Source: an optimization exercise on an open RTL-to-GDS flow (aim: a short achievable clock period and few clock cycles). Production flows keep margins and buffers that such runs may drop. At most, simulation tests tie the RTL to the original design; equivalence was not proved. For run 2, only the layout was checked, not whether the RTL still works. No activity file was given, so power comes from the tool's default toggle rates.

**flow/run.sh**
```bash
#!/bin/bash
# synth_recipe.tcl (not shown) runs the flow's synth.tcl, then flattens the netlist and writes it again
# the make line also repeats each setting of config.mk as NAME=value (left out here)
make -C /OpenROAD-flow-scripts/flow DESIGN_CONFIG=/design/flow/config.mk WORK_HOME=/design/flow/orfs CLKGATE_MAP_FILE= SYNTH_SCRIPT=/design/flow/synth_recipe.tcl finish
```
**flow/config.mk**
```make
export PLATFORM = sky130hd
export DESIGN_NAME = mipsCore
export DESIGN_NICKNAME = mipsCore
export VERILOG_FILES = /design/flow/design.v
export SDC_FILE = /design/flow/constraint.sdc
export NUM_CORES = 4
export LEC_CHECK = 0
export CAP_MARGIN = 20
export CORE_MARGIN = 2
export CORE_UTILIZATION = 40
export SLEW_MARGIN = 20
```
**flow/constraint.sdc**
```tcl
create_clock -name core_clock -period 11.0 [get_ports {clk}]
set_input_delay 2.2000 -clock core_clock [delete_from_list [all_inputs] [get_ports {clk}]]
set_output_delay 2.2000 -clock core_clock [all_outputs]
set_load 0.01 [all_outputs]
```
**flow/design.v**
```verilog
package mipsPkg;
    typedef logic [32-1:0] word_t;
    typedef logic [$clog2(32)-1:0] regIdx_t;
    typedef logic [5:0] opcode_t;  
    typedef logic [5:0] funct_t;   
    typedef enum logic [2:0] {
        ALU_NOP  = 3'd0,
        ALU_ADD  = 3'd1,
        ALU_SUB  = 3'd2,
        ALU_AND  = 3'd3,
        ALU_OR   = 3'd4,
        ALU_SLT  = 3'd5,
        ALU_SLTU = 3'd6
    } aluOp_t;
endpackage
module control
(
    input  mipsPkg::word_t  instr,
    output logic            regDst,    
    output logic            jump,
    output logic            branch,
    output logic            memToReg,  
    output mipsPkg::aluOp_t aluOp,
    output logic            memWrite,
    output logic            aluSrc,    
    output logic            regWrite,
    output logic            extZero    
);
    mipsPkg::opcode_t opcode;
    mipsPkg::funct_t  funct;
    mipsPkg::aluOp_t  rTypeOp;     
    logic             rTypeValid;  
    assign opcode = instr[31:26];
    assign funct  = instr[5:0];
    always_comb
    begin
        rTypeValid = 1'b1;
        case (funct)
            6'b100000, 6'b100001: rTypeOp = mipsPkg::ALU_ADD;  
            6'b100010, 6'b100011: rTypeOp = mipsPkg::ALU_SUB;
            6'b100100:              rTypeOp = mipsPkg::ALU_AND;
            6'b100101:               rTypeOp = mipsPkg::ALU_OR;
            6'b101010:              rTypeOp = mipsPkg::ALU_SLT;
            6'b101011:             rTypeOp = mipsPkg::ALU_SLTU;
            default:
            begin
                rTypeOp    = mipsPkg::ALU_NOP;
                rTypeValid = 1'b0;
            end
        endcase
    end
    always_comb
    begin
        regDst   = 1'b0;
        jump     = 1'b0;
        branch   = 1'b0;
        memToReg = 1'b0;
        aluOp    = mipsPkg::ALU_NOP;
        memWrite = 1'b0;
        aluSrc   = 1'b0;
        regWrite = 1'b0;
        extZero  = 1'b0;
        case (opcode)
            6'b000000:
            begin
                regDst   = 1'b1;
                aluOp    = rTypeOp;
                regWrite = rTypeValid;  
            end
            6'b001000:
            begin
                aluOp    = mipsPkg::ALU_ADD;
                aluSrc   = 1'b1;
                regWrite = 1'b1;
            end
            6'b001101:
            begin
                aluOp    = mipsPkg::ALU_OR;
                aluSrc   = 1'b1;
                regWrite = 1'b1;
                extZero  = 1'b1;
            end
            6'b100011:
            begin
                memToReg = 1'b1;
                aluOp    = mipsPkg::ALU_ADD;  
                aluSrc   = 1'b1;
                regWrite = 1'b1;
            end
            6'b101011:
            begin
                aluOp    = mipsPkg::ALU_ADD;
                aluSrc   = 1'b1;
                memWrite = 1'b1;
            end
            6'b000100:
            begin
                branch = 1'b1;
                aluOp  = mipsPkg::ALU_SUB;  
            end
            6'b000010: jump = 1'b1;
            default: ;
        endcase
    end
endmodule
module alu
(
    input  mipsPkg::word_t  a,
    input  mipsPkg::word_t  b,
    input  mipsPkg::aluOp_t aluOp,
    output mipsPkg::word_t  result,
    output logic            zero
);
    mipsPkg::word_t sum;
    mipsPkg::word_t diff;
    assign sum  = a + b;
    assign diff = a - b;
    always_comb
    begin
        case (aluOp)
            mipsPkg::ALU_ADD:  result = sum;
            mipsPkg::ALU_SUB:  result = diff;
            mipsPkg::ALU_AND:  result = a & b;
            mipsPkg::ALU_OR:   result = a | b;
            mipsPkg::ALU_SLT:
            begin
                result = {31'b0, $signed(a) < $signed(b)};
            end
            mipsPkg::ALU_SLTU: result = {31'b0, a < b};
            default:           result = '0;  
        endcase
    end
    assign zero = (result == '0);
endmodule
module regFile
(
    input  logic             clk,
    input  logic             rst,
    input  mipsPkg::regIdx_t readAddrA,
    input  mipsPkg::regIdx_t readAddrB,
    output mipsPkg::word_t   readDataA,
    output mipsPkg::word_t   readDataB,
    input  logic             writeEn,
    input  mipsPkg::regIdx_t writeAddr,
    input  mipsPkg::word_t   writeData
);
    mipsPkg::word_t regs [1:32-1];
    always_ff @(posedge clk)
    begin
        if (rst)
        begin
            for (int i = 1; i < 32; i++)
                regs[i] <= '0;
        end
        else if (writeEn && (writeAddr != '0))
        begin
            regs[writeAddr] <= writeData;
        end
    end
    assign readDataA = (readAddrA == '0) ? '0 : regs[readAddrA];
    assign readDataB = (readAddrB == '0) ? '0 : regs[readAddrB];
endmodule
module pcUnit
(
    input  logic           clk,
    input  logic           rst,
    input  logic           jump,
    input  logic           branch,
    input  logic           zero,
    input  mipsPkg::word_t instr,
    output mipsPkg::word_t pc
);
    mipsPkg::word_t pcPlus4;
    mipsPkg::word_t branchOffset;
    mipsPkg::word_t branchTarget;
    mipsPkg::word_t jumpTarget;
    mipsPkg::word_t nextPc;
    assign pcPlus4 = pc + 32'd4;
    assign branchOffset = {{14{instr[15]}}, instr[15:0], 2'b00};
    assign branchTarget = pcPlus4 + branchOffset;
    assign jumpTarget = {pcPlus4[31:28], instr[25:0], 2'b00};
    always_comb
    begin
        nextPc = pcPlus4;  
        if (jump)
            nextPc = jumpTarget;
        else if (branch && zero)
            nextPc = branchTarget;  
    end
    always_ff @(posedge clk)
    begin
        if (rst)
            pc <= 32'h0000_0000;
        else
            pc <= nextPc;
    end
endmodule
module mipsCore
(
    input  logic           clk,
    input  logic           rst,
    output mipsPkg::word_t instrAddr,
    input  mipsPkg::word_t instr,
    output mipsPkg::word_t dataAddr,
    output mipsPkg::word_t dataWrite,
    output logic           dataWriteEn,
    input  mipsPkg::word_t dataRead
);
    logic            ctrlRegDst;
    logic            ctrlJump;
    logic            ctrlBranch;
    logic            ctrlMemToReg;
    mipsPkg::aluOp_t ctrlAluOp;
    logic            ctrlMemWrite;
    logic            ctrlAluSrc;
    logic            ctrlRegWrite;
    logic            ctrlExtZero;
    mipsPkg::regIdx_t rs;
    mipsPkg::regIdx_t rt;
    mipsPkg::regIdx_t rd;
    mipsPkg::regIdx_t writeReg;
    logic [15:0]      imm;
    mipsPkg::word_t   immExt;
    mipsPkg::word_t   regA;
    mipsPkg::word_t   regB;
    mipsPkg::word_t   aluB;
    mipsPkg::word_t   aluResult;
    logic             aluZero;
    mipsPkg::word_t   writeBack;
    mipsPkg::word_t   pc;
    logic             regWriteEn;
    assign rs  = instr[25:21];
    assign rt  = instr[20:16];
    assign rd  = instr[15:11];
    assign imm = instr[15:0];
    assign immExt = ctrlExtZero ? {16'b0, imm} : {{16{imm[15]}}, imm};
    assign aluB   = ctrlAluSrc ? immExt : regB;
    assign writeReg   = ctrlRegDst ? rd : rt;
    assign writeBack  = ctrlMemToReg ? dataRead : aluResult;
    assign regWriteEn = ctrlRegWrite && !rst;  
    control decoder_i (
        .instr    (instr),
        .regDst   (ctrlRegDst),
        .jump     (ctrlJump),
        .branch   (ctrlBranch),
        .memToReg (ctrlMemToReg),
        .aluOp    (ctrlAluOp),
        .memWrite (ctrlMemWrite),
        .aluSrc   (ctrlAluSrc),
        .regWrite (ctrlRegWrite),
        .extZero  (ctrlExtZero)
    );
    regFile regs_i (
        .clk       (clk),
        .rst       (rst),
        .readAddrA (rs),
        .readAddrB (rt),
        .readDataA (regA),
        .readDataB (regB),
        .writeEn   (regWriteEn),
        .writeAddr (writeReg),
        .writeData (writeBack)
    );
    alu alu_i (
        .a      (regA),
        .b      (aluB),
        .aluOp  (ctrlAluOp),
        .result (aluResult),
        .zero   (aluZero)
    );
    pcUnit pcUnit_i (
        .clk    (clk),
        .rst    (rst),
        .jump   (ctrlJump),
        .branch (ctrlBranch),
        .zero   (aluZero),
        .instr  (instr),
        .pc     (pc)
    );
    assign instrAddr   = pc;
    assign dataAddr    = aluResult;
    assign dataWrite   = regB;
    assign dataWriteEn = ctrlMemWrite && !rst;
endmodule
```
==> results.txt, run 1 <==
Yosys
The part of the Yosys area used for sequential elements is 0.5142. The most used flip-flop cell after synthesis is edfxtp_1. By count the netlist is led by 1,167 x nor2_1, 1,024 x edfxtp_1, 640 x mux4_2, 369 x clkbuf_1, 174 x nand2_1. Of the post-synthesis cell area, the dominant cell type holds 0.5043. The number of instances in the synthesized netlist is 4,617. The fraction of synthesis flops using an asynchronous set or reset pin is 0.

Yosys attributes the largest share of cell area to edfxtp_1 50%, mux4_2 24%, nor2_1 7.2%. Synthesis inferred 1,054 register bits. In this run, synthesis inferred 1,024 flip-flops with an integrated enable. In this run the mean area of a mapped cell was 13.21 µm². The Yosys step of the flow raised 4 warnings. The most common cell in the synthesized netlist is nor2_1. The largest total area in the synthesized netlist belongs to edfxtp_1.

Yosys mapped the design onto 81 distinct sky130hd cell types. The mapped cell area is 60,970 µm².

Global routing
The number of global-route vias before repair is 42.50k. Entering global routing, the biggest net connects 58 pins. The first global-routing pass estimated 311,300 µm of wire. The number of antenna violations at the first check in global routing was 7. For this run, the total global-route usage over all layers was measured as 0.2779. After global routing the overflow that remains totals 0.

Clock tree
The H-tree was split into 3 levels. The quantity of hold-fixing buffers added after cts is 0. In this run the post-CTS setup repair buffer count came out at 0. The root buffer cell chosen for the clock tree is clkbuf_16. The deepest clock path buffer count is 3. The number of buffers created by CTS is 112.

The number of clock sinks is 1,054. After clock tree synthesis, the repair step resized 0 gates. TritonCTS built the clock tree. After clock tree synthesis, the clock-pin slew on the worst setup and hold paths is 0.06 ns.

The insertion delay to the later sink of the worst-skew pair is 0.74 ns.

Finish
For this run, the share of the core covered by cells in the final layout is 0.4596. The fraction of final layout cells with drive strength greater than 1 is 0.2374. The finished cells cover 69,730 µm².

The finished layout holds 6,825 standard cells, fillers aside. The layout net count is 4,896. The filler cell count is 13.42k. The layout overhead on the synthesized area is 14.37%.

Worst setup path
The register-to-register setup slack is 3.18 ns. The endpoint arrival time on the critical path is 8.44 ns. At the worst endpoint, the required time is 8.80 ns.

For the worst flop-to-flop path, the logic depth is 23. The critical path start-end classification is in2out. The maximum fanout along the worst path is 26. The worst setup path is launched from a primary input. The nature of the critical path endpoint is a primary output. The launch point of the worst reg-to-reg path is regs_i.regs[15][4]$_SDFFCE_PN0P_. The endpoint identified for the worst register-to-register timing path is pcUnit_i.pc[22]$_SDFF_PP0_.

STA
Setup repair after global routing left no endpoint under its margin. The tightest slew margin relative to the limit is 0.2095. The number of failing hold endpoints at the final stage is 0.

The number of slew-limit violations in the final report came to 0. The highest clock rate is 93.98 MHz. The pin slew with the least headroom to its limit is 1.186 ns.

The final worst-path cycle share is 0.9673. Setup total negative slack on the finished layout was measured at 0 ns. The setup violation total in the final timing report is 0. Across the routed clock network, the largest skew measured is 0.05274 ns. The shortest clock period the worst path allows after layout is 10.64 ns. Across all hold checks on the routed design, the worst slack comes to 0.7083 ns.

Run
Across the run, the number of max-cap violations was 0.

Route
In this run, the number of DRC markers left after iteration 0 of detailed routing was 6,554. The routed wire length per instance is 32.13 µm. The count of antenna-violating nets left after detailed routing is 0. In the routed layout, each cell is associated on average with a via count of 6.380. For this run, the detailed router's first-pass iteration total came to 8.

For this run, design rule violations remaining after detail routing come to 0. The total detailed-routing wirelength is 219,300 µm. The routed layout has 43.55k vias.

Place
The congestion estimate from routability-driven global placement came to 0.9298. The count of buffers added on input and output ports is 160. Once placement finished, the instance area stood at 65,930 µm².

The wire-length estimate of the detail-placed layout is 137,700 µm. Including well taps, the total number of placed cells is 6,607.

Power
The power density normalized to cell area is 154.9 nW/µm². The leakage dissipation is 24.77 nW. The maximum VDD drop is 125.9 µV.

Run status
The run finished with no timing, DRC or antenna violations.

Floorplan
The die is 394.4 µm tall. The floorplan step defined a die boundary enclosing 155,600 µm². The die width is 394.4 µm. The starting density of the core is 0.4018. The floorplan has 143 rows.

In this run the count of I/O pins placed on the die edge is 163. The placeable core region is 151,700 µm².

Min path
The path with the worst hold slack has its endpoint at pcUnit_i.pc[31]$_SDFF_PP0_. The startpoint identified for the worst hold timing path is pcUnit_i.pc[31]$_SDFF_PP0_. The type of the tightest min-delay check is reg2reg. The worst hold path depth is 3.
==> per-layer routing <==
metal  routed length (µm)  vias to the layer above  share of wire  GRT usage
met5                   76                        -        0.00035          0
met4                 9556                       10          0.044     0.1093
met3                28100                      516           0.13    0.07234
met2               101000                     3051           0.46     0.4346
met1                80480                    22280           0.37     0.3713
li1                     -                    17690              -          -
==> how the worst max path moves through the flow <==
stage	endpoint	from	slack, ns	depth (start not counted)
final	dataAddr[28]	instr[16]	0.36	21
after global routing	dataAddr[28]	instr[16]	0.02	21
after CTS	dataAddr[28]	instr[16]	0.50	21
after detailed placement	dataAddr[28]	instr[16]	0.55	21
after global placement	dataAddr[28]	instr[16]	0.45	21
after floorplan	dataAddr[28]	instr[21]	0.75	21
==> cell families (layout without fill, tap and decap cells) <==
kind of cell,count (synthesis),after routing,synth area share
fa+ha+maj,131,131,0.02725
xor+xnor,59,59,0.008475
mux,738,738,0.2526
compound gates,459,459,0.05122
flops,1054,1054,0.5142
simple gates,1606,1606,0.1105
other cells,1,36,0.00006151
buf+inv,569,712,0.03577
==> per-stage QoR <==
| stage | power [W] | setup slack, ns |
|---|---|---|
| floorplan | 0.006084 | 0.7463 |
| global placement | 0.006999 | 0.4533 |
| detailed placement | 0.007041 | 0.5456 |
| CTS | 0.01074 | 0.5041 |
| global route | 0.01110 | 0.01963 |
| finish | 0.01080 | 0.3593 |
==> registers in the layout, indices dropped and copies added (netlist names) <==
| register | cells |
|---|---|
| regs_i.regs | 1024 |
| pcUnit_i.pc | 30 |
==> cells in the final DEF, fill, tap and decap left out, types with 20 or more instances in the layout <==
cell type / n
mux2i_4: 24
o21ai_0: 50
clkbuf_16: 114
a21oi_1: 135
a211oi_1: 37
nand2_2: 31
nand2b_2: 24
inv_1: 143
buf_4: 173
dfxtp_1: 30
xnor2_1: 42
nor2_1: 1166
mux2i_1: 71
clkdlybuf4s50_1: 149
nor3_1: 25
nand3_1: 25
nand2b_1: 55
mux4_2: 640
a21o_1: 32
clkinv_1: 30
ha_1: 128
nand2_1: 143
clkinv_2: 20
edfxtp_1: 1024
conb_1: 34
==> worst max-delay path, cell delays in order <==
cell             delay [ns]
buf_8                  0.16
buf_12                 0.25
buf_4                  0.31
mux4_2                 0.53
mux4_2                 0.57
mux2i_1                0.23
nor2_1                 0.15
nand2_1                0.14
nand2_1                0.08
ha_1                   0.39
inv_1                  0.15
a2111oi_0              0.44
buf_4                  0.21
a2111oi_1              0.14
a221o_1                0.40
a2111oi_0              0.68
nor2_1                 0.16
o221a_2                0.27
o21ai_0                0.15
buf_4                  0.16
clkdlybuf4s50_1        0.58
==> layout make-up <==
class	count	area [µm²]	share of cell area
Sequential cell	1054	31350	0.4496
Multi-Input combinational cell	3027	28140	0.4035
Clock buffer	136	2954	0.04237
Inverter	143	536.8	0.007698
Clock inverter	72	650.6	0.009331
Tap cell	2030	2540	0.03643
Antenna cell	2	5.005	0.00007178
Timing Repair Buffer	361	3556	0.05100
==> where the power goes <==
part,total (W),switching [W],internal [W]
registers,0.00463,0.0000763,0.00455
logic,0.00242,0.00151,0.000903
clock network,0.00376,0.00167,0.00208
Testbench counts, summed over its fixed seeds: cycles 106,433.
==> run 2: changes to the inputs <==
--- a/flow/design.v
+++ b/flow/design.v
@@ -207,78 +207,132 @@
     input  mipsPkg::word_t dataRead
 );
-    logic            ctrlRegDst;
-    logic            ctrlJump;
-    logic            ctrlBranch;
-    logic            ctrlMemToReg;
-    mipsPkg::aluOp_t ctrlAluOp;
-    logic            ctrlMemWrite;
-    logic            ctrlAluSrc;
-    logic            ctrlRegWrite;
-    logic            ctrlExtZero;
-    mipsPkg::regIdx_t rs;
-    mipsPkg::regIdx_t rt;
-    mipsPkg::regIdx_t rd;
-    mipsPkg::regIdx_t writeReg;
-    logic [15:0]      imm;
-    mipsPkg::word_t   immExt;
-    mipsPkg::word_t   regA;
-    mipsPkg::word_t   regB;
-    mipsPkg::word_t   aluB;
-    mipsPkg::word_t   aluResult;
-    logic             aluZero;
-    mipsPkg::word_t   writeBack;
-    mipsPkg::word_t   pc;
-    logic             regWriteEn;
-    assign rs  = instr[25:21];
-    assign rt  = instr[20:16];
-    assign rd  = instr[15:11];
-    assign imm = instr[15:0];
-    assign immExt = ctrlExtZero ? {16'b0, imm} : {{16{imm[15]}}, imm};
-    assign aluB   = ctrlAluSrc ? immExt : regB;
-    assign writeReg   = ctrlRegDst ? rd : rt;
-    assign writeBack  = ctrlMemToReg ? dataRead : aluResult;
-    assign regWriteEn = ctrlRegWrite && !rst;  
-    control decoder_i (
-        .instr    (instr),
-        .regDst   (ctrlRegDst),
-        .jump     (ctrlJump),
-        .branch   (ctrlBranch),
-        .memToReg (ctrlMemToReg),
-        .aluOp    (ctrlAluOp),
-        .memWrite (ctrlMemWrite),
-        .aluSrc   (ctrlAluSrc),
-        .regWrite (ctrlRegWrite),
-        .extZero  (ctrlExtZero)
-    );
-    regFile regs_i (
-        .clk       (clk),
-        .rst       (rst),
-        .readAddrA (rs),
-        .readAddrB (rt),
-        .readDataA (regA),
-        .readDataB (regB),
-        .writeEn   (regWriteEn),
-        .writeAddr (writeReg),
-        .writeData (writeBack)
-    );
-    alu alu_i (
-        .a      (regA),
-        .b      (aluB),
-        .aluOp  (ctrlAluOp),
-        .result (aluResult),
-        .zero   (aluZero)
-    );
-    pcUnit pcUnit_i (
-        .clk    (clk),
-        .rst    (rst),
-        .jump   (ctrlJump),
-        .branch (ctrlBranch),
-        .zero   (aluZero),
-        .instr  (instr),
-        .pc     (pc)
-    );
-    assign instrAddr   = pc;
-    assign dataAddr    = aluResult;
-    assign dataWrite   = regB;
-    assign dataWriteEn = ctrlMemWrite && !rst;
+    logic [31:0] pc;
+    logic [31:0] regs [1:31];
+    logic [31:0] exA;         
+    logic [31:0] exB;         
+    logic [31:0] exAluB;      
+    logic [4:0]  exRd;        
+    logic        exRdNz;
+    logic        exMemWrite;
+    logic        exMemToReg;
+    logic        exBranch;
+    logic        exPredTaken;
+    logic [31:0] exAltPc;     
+    logic        exSelSum, exSelSub, exSelAnd, exSelOr, exSelSlt, exSelSltu;
+    logic [31:0] sum, diff, aluResult, wbData;
+    logic        lessS, lessU, eq, mispredict;
+    assign sum   = exA + exAluB;
+    assign diff  = exA - exAluB;
+    assign lessU = exA < exAluB;
+    assign lessS = $signed(exA) < $signed(exAluB);
+    assign aluResult = ({32{exSelSum}}  & sum)
+                     | ({32{exSelSub}}  & diff)
+                     | ({32{exSelAnd}}  & (exA & exAluB))
+                     | ({32{exSelOr}}   & (exA | exAluB))
+                     | {31'b0, (exSelSlt & lessS) | (exSelSltu & lessU)};
+    assign wbData = exMemToReg ? dataRead : aluResult;
+    assign eq         = (exA == exB);
+    assign mispredict = exBranch && (eq != exPredTaken);
+    assign dataAddr    = sum;
+    assign dataWrite   = exB;
+    assign dataWriteEn = exMemWrite && !rst;
+    always_ff @(posedge clk)
+    begin
+        if (rst)
+        begin
+            for (int i = 1; i < 32; i++)
+                regs[i] <= '0;
+        end
+        else if (exRdNz)
+        begin
+            regs[exRd] <= wbData;
+        end
+    end
+    logic [5:0]  op, funct;
+    logic [4:0]  rs, rt, rd;
+    logic [15:0] imm;
+    assign op    = instr[31:26];
+    assign funct = instr[5:0];
+    assign rs    = instr[25:21];
+    assign rt    = instr[20:16];
+    assign rd    = instr[15:11];
+    assign imm   = instr[15:0];
+    logic isR, isAddi, isOri, isLw, isSw, isBeq, isJ;
+    logic fAdd, fSub, fAnd, fOr, fSlt, fSltu, rValid;
+    assign isR    = (op == 6'b000000);
+    assign isAddi = (op == 6'b001000);
+    assign isOri  = (op == 6'b001101);
+    assign isLw   = (op == 6'b100011);
+    assign isSw   = (op == 6'b101011);
+    assign isBeq  = (op == 6'b000100);
+    assign isJ    = (op == 6'b000010);
+    assign fAdd   = (funct == 6'b100000) || (funct == 6'b100001);
+    assign fSub   = (funct == 6'b100010) || (funct == 6'b100011);
+    assign fAnd   = (funct == 6'b100100);
+    assign fOr    = (funct == 6'b100101);
+    assign fSlt   = (funct == 6'b101010);
+    assign fSltu  = (funct == 6'b101011);
+    assign rValid = fAdd || fSub || fAnd || fOr || fSlt || fSltu;
+    logic        regWrite, useImm;
+    logic [4:0]  dst;
+    logic [31:0] immExt;
+    assign regWrite = (isR && rValid) || isAddi || isOri || isLw;
+    assign dst      = !regWrite ? 5'd0 : (isR ? rd : rt);
+    assign useImm   = isAddi || isOri || isLw || isSw;
+    assign immExt   = isOri ? {16'b0, imm} : {{16{imm[15]}}, imm};
+    logic [31:0] rA, rB, fA, fB;
+    assign rA = (rs == 5'd0) ? 32'd0 : regs[rs];
+    assign rB = (rt == 5'd0) ? 32'd0 : regs[rt];
+    assign fA = (exRdNz && (exRd == rs)) ? wbData : rA;
+    assign fB = (exRdNz && (exRd == rt)) ? wbData : rB;
+    logic [31:0] pcPlus4, branchTarget, jumpTarget;
+    logic        predTaken;
+    assign pcPlus4      = pc + 32'd4;
+    assign branchTarget = pcPlus4 + {{14{imm[15]}}, imm, 2'b00};
+    assign jumpTarget   = {pcPlus4[31:28], instr[25:0], 2'b00};
+    assign predTaken    = (rs == rt) || imm[15];
+    always_ff @(posedge clk)
+    begin
+        if (rst)
+            pc <= 32'h0000_0000;
+        else if (mispredict)
+            pc <= exAltPc;
+        else if (isJ)
+            pc <= jumpTarget;
+        else if (isBeq && predTaken)
+            pc <= branchTarget;
+        else
+            pc <= pcPlus4;
+    end
+    always_ff @(posedge clk)
+    begin
+        exA     <= fA;
+        exB     <= fB;
+        exAluB  <= useImm ? immExt : fB;
+        exAltPc <= predTaken ? pcPlus4 : branchTarget;
+        exPredTaken <= predTaken;
+        exSelSum  <= isAddi || isLw || isSw || (isR && fAdd);
+        exSelSub  <= isR && fSub;
+        exSelAnd  <= isR && fAnd;
+        exSelOr   <= isOri || (isR && fOr);
+        exSelSlt  <= isR && fSlt;
+        exSelSltu <= isR && fSltu;
+        if (rst || mispredict)
+        begin
+            exRd       <= 5'd0;
+            exRdNz     <= 1'b0;
+            exMemWrite <= 1'b0;
+            exMemToReg <= 1'b0;
+            exBranch   <= 1'b0;
+        end
+        else
+        begin
+            exRd       <= dst;
+            exRdNz     <= (dst != 5'd0);
+            exMemWrite <= isSw;
+            exMemToReg <= isLw;
+            exBranch   <= isBeq;
+        end
+    end
+    assign instrAddr = pc;
 endmodule
--- a/flow/config.mk
+++ b/flow/config.mk
@@ -9,3 +9,4 @@
 export CORE_MARGIN = 2
 export CORE_UTILIZATION = 40
+export SETUP_SLACK_MARGIN = 5
 export SLEW_MARGIN = 20
==> run 2 against run 1 <==
Still clean. Routed wire length rose by 18%. Maximum frequency rose by 79%. Via count rose by 16%. Global-route usage rose by 2.1 points. Clock power rose by 15%. Worst setup slack improved by 4.7 ns. First-iteration DRC count rose by 16%. Critical path depth fell by 13. Core utilization fell by 0.50 points. Combinational power fell by 5%. Clock skew fell by 0.014 ns. Sequential share of layout area rose by 0.26 points. Highest routed layer unchanged.
==> results.txt, run 2 <==
Run status
The flow ran to the end and the layout has no timing, DRC or antenna violations.

Floorplan
The die boundary height is 413.5 µm. The starting density of the core is 0.4020. The count of standard-cell rows is 150. The floorplan die area is 171,000 µm². The placeable core region is 166,800 µm². From left edge to right edge, the die measures 413.5 µm. The top-level port count is 163.

Finish
The layout net count is 5,695. The top register by number of flip-flops is regs. The flip-flop count of the largest register after layout is 1,024. The filler cell count is 14.94k.

Summing all non-filler instances in the final layout gives an area of 75,840 µm². The library cell used most frequently in the layout, excluding fill and tap cells, is nor2_1. From synthesis to final layout, the design area changed by 13.08%. In the final layout, the share of cells above drive strength 1 is 0.2041. The library cells used most frequently in the layout, excluding fill and tap cells, are 1,195 x nor2_1, 1,024 x edfxtp_1, 505 x mux4_2.

Clock tree
The quantity of hold-fixing buffers added after cts is 0. The number of clock buffers added by TritonCTS is 134. The clock slew at the register clock pins of the worst setup and hold paths is 0.06 ns.

The clock tree root buffer cell is clkbuf_16. Clock tree synthesis found a total of 1,200 sinks. The CTS H-tree depth is 4. The deepest clock path buffer count is 3. TritonCTS built the clock tree. For the worst-skew pair, the clock arrives at the later sink with an insertion delay of 0.80 ns.

Route
Summed over all layers, the routed wires come to 258,700 µm. The detailed router finished its first iteration with 7,586 violations. The first TritonRoute pass finished after 6 iterations. The routed wire length per instance is 33.16 µm. The number of vias after detailed routing is 50.61k.

Using the TritonRoute via totals, the vias-per-cell ratio works out to 6.487. In this run the remaining antenna-violating nets after routing total 0. After detailed routing, the number of remaining DRC violations is 0.

Place
At the placement stage, the worst setup path has a slack of 4.622 ns. The routability congestion estimate is 0.9670. The count of input and output buffers is 162. The total cell area at the placement stage is 71,110 µm².

The HPWL after detailed placement is 160,500 µm.

STA
The final worst-path cycle share is 0.5392. The number of failing hold endpoints at the final stage is 0. For the pin with the worst max-slew slack, the measured transition is 1.290 ns. Clock skew on the completed layout was measured at 0.03879 ns.

Setup repair after global routing left no endpoint under its margin. The worst path needs 5.931 ns of the cycle, external delays included. Setup violations remaining at the end of the flow were counted as 0. The tightest slew margin relative to the limit is 0.1400. Adding up every negative setup slack in the final design gives 0 ns. Setup slack closes at 5.069 ns. The number of slew-limit violations in the final report is 0. Final hold analysis gives a worst-case slack of 0.3639 ns. The highest clock rate is 168.6 MHz.

Yosys
The synthesized design contains 1,024 enable-type register cells. Of the synthesized area, sequential elements account for 0.5110. The cell area that synthesis handed to floorplanning was 67,070 µm². By area the synthesized netlist is led by edfxtp_1 46%, mux4_2 17%, nor2_1 6.7%.

The top-area cell type share of the netlist area is 0.4585. The leading area contributor after synthesis is edfxtp_1. For this run, the number of Yosys warnings is 1. For this run, asynchronously set or reset flops after synthesis account for 0.

In the synthesized netlist the dominant register cell turns out to be edfxtp_1. Sorting the synthesized cells by how often they occur yields 1,195 x nor2_1, 1,024 x edfxtp_1, 505 x mux4_2, 330 x clkbuf_1, 272 x nand2_1. Among all cell types in the netlist, the one instantiated most often is nor2_1.

The post-synthesis average cell area is 12.16 µm². The number of distinct standard cells referenced by the synthesized netlist is 94. Counting every instance in the synthesized netlist gives 5,516. Synthesis inferred 1,200 register bits.

Worst setup path
The endpoint arrival time on the critical path is 3.73 ns. Walking the worst path, the cells encountered are ha_4 -> fa_1 -> a21o_1 -> a221oi_4 -> o21ai_1 -> a41oi_1 -> xnor2_1 -> clkdlybuf4s50_1. The maximum fanout along the worst path is 4. Broken down by cell family, the worst path's largest delay share belongs to compound AO/OA/AOI/OAI gates. The startpoint kind of the worst setup timing path is a register.

STA classifies the critical path endpoint as a primary output. Counting both buffers and inverters, the worst setup path holds a total of 1. The path depth of the worst reg2reg path is 12. At the worst endpoint, the required time is 8.80 ns. The critical path runs through a total of 8 cells. The worst setup path is of the reg2out kind. The largest incremental delay on the critical path is 0.61 ns. The cell at the slowest stage of the critical path is clkdlybuf4s50_1.

Min path
The tightest min-delay check is of the reg2reg type. The worst hold path was traced through 0 stages.

Global routing
The largest net degree at the start of global routing is 120. The total overflow left after global routing is 0. The wire length of the first global-routing pass is 361,900 µm.

The number of antenna violations at the first check in global routing is 12. In the global route stage, overall resource usage came out at 0.2986. The number of global-route vias before repair came to 48.63k.

Power
The maximum VDD drop is 165.2 µV. For this design the static power due to leakage is 26.46 nW. The power density normalized to cell area is 157.2 nW/µm². The final total power is 0.01192 W.

Run
The reported max-cap violation count is 0.
## run 2: metal layers
layer | up-vias | track usage | share of wire
met1 | 25600 | 0.3902 | 0.37
met3 | 654 | 0.07880 | 0.12
li1 | 20740 | - | -
met5 | - | 0 | 0.00010
met2 | 3615 | 0.4569 | 0.45
met4 | 4 | 0.1551 | 0.060
## run 2: cell families after synthesis
logic type | count (synthesis) | share of synthesized area
compound gates | 833 | 0.08544
xor+xnor | 126 | 0.01645
fa+ha+maj | 136 | 0.02571
buf+inv | 652 | 0.03934
flops | 1200 | 0.5110
mux | 754 | 0.2080
simple gates | 1815 | 0.1140
## run 2: final timing paths
check / start / to / slack (ns)
min reg2reg: pc[1]$_SDFFE_PP0P_ / exAltPc[1]$_DFF_P_ / 0.36
max: exA[0]$_DFF_P_ / dataAddr[12] / 5.07
min: pc[1]$_SDFFE_PP0P_ / exAltPc[1]$_DFF_P_ / 0.36
max reg2reg: exA[0]$_DFF_P_ / exAluB[0]$_DFF_P_ / 6.27
## run 2: area by class of cell
class,instances,area [µm²],share of cell area
antenna,3,7.507,0.00009899
clock buffer,172,3608,0.04758
clock inverter,66,514.2,0.006781
inverter,149,559.3,0.007375
multi-input combinational,3664,30970,0.4084
sequential,1200,34300,0.4522
tap,2204,2758,0.03636
timing repair buffer,344,3124,0.04120
## run 2: metrics by stage
stage               std cells  utilization
global placement         7535       0.4260
detailed placement       7537       0.4262
CTS                      7792       0.4533
finish                   7802       0.4545
floorplan                5516            -
global route             7800       0.4545
## run 2: timing repair
item,4_1_cts,5_1_grt
pin swaps,12,8
gates resized for setup,70,25
setup buffers,17,6
endpoints found under the setup margin,24,13
## run 2: power breakdown
group          internal [W]  switching, W
logic              0.000873       0.00144
registers           0.00512      0.000170
clock network       0.00239       0.00194
total               0.00838       0.00354

static timing again, ports no longer ideal:
How much do the figures lean on ideal ports? The routed layouts below were timed once more, with nothing changed but the port constraints.
Step 1, drivers: a clkbuf_16 drives clk and a buf_2 each remaining input, both assumed.
Step 2 adds t to the input delays and takes it off the output delays; t is the mean of the earliest and latest rising clock arrival at the registers after step 1. Input paths then give back, and output paths get back, about the clock's delay inside the block.
Slacks: ideal / step 1 / step 2; pairs: ideal / step 1.
run	t (ns)	setup slack, ns	hold slack, ns	pins driven straight from the clock port
run 1	0.796	0.359 / 0.301 / 0.301	0.708 / 0.708 / 0.708	1
run 2	0.861	5.069 / 4.986 / 4.464	0.364 / 0.364 / 0.364	1
After both steps setup and hold are still met in every run listed. For run 2, which loses most, drivers alone change the setup slack by -0.083 ns; drivers and shift together by -0.605 ns.
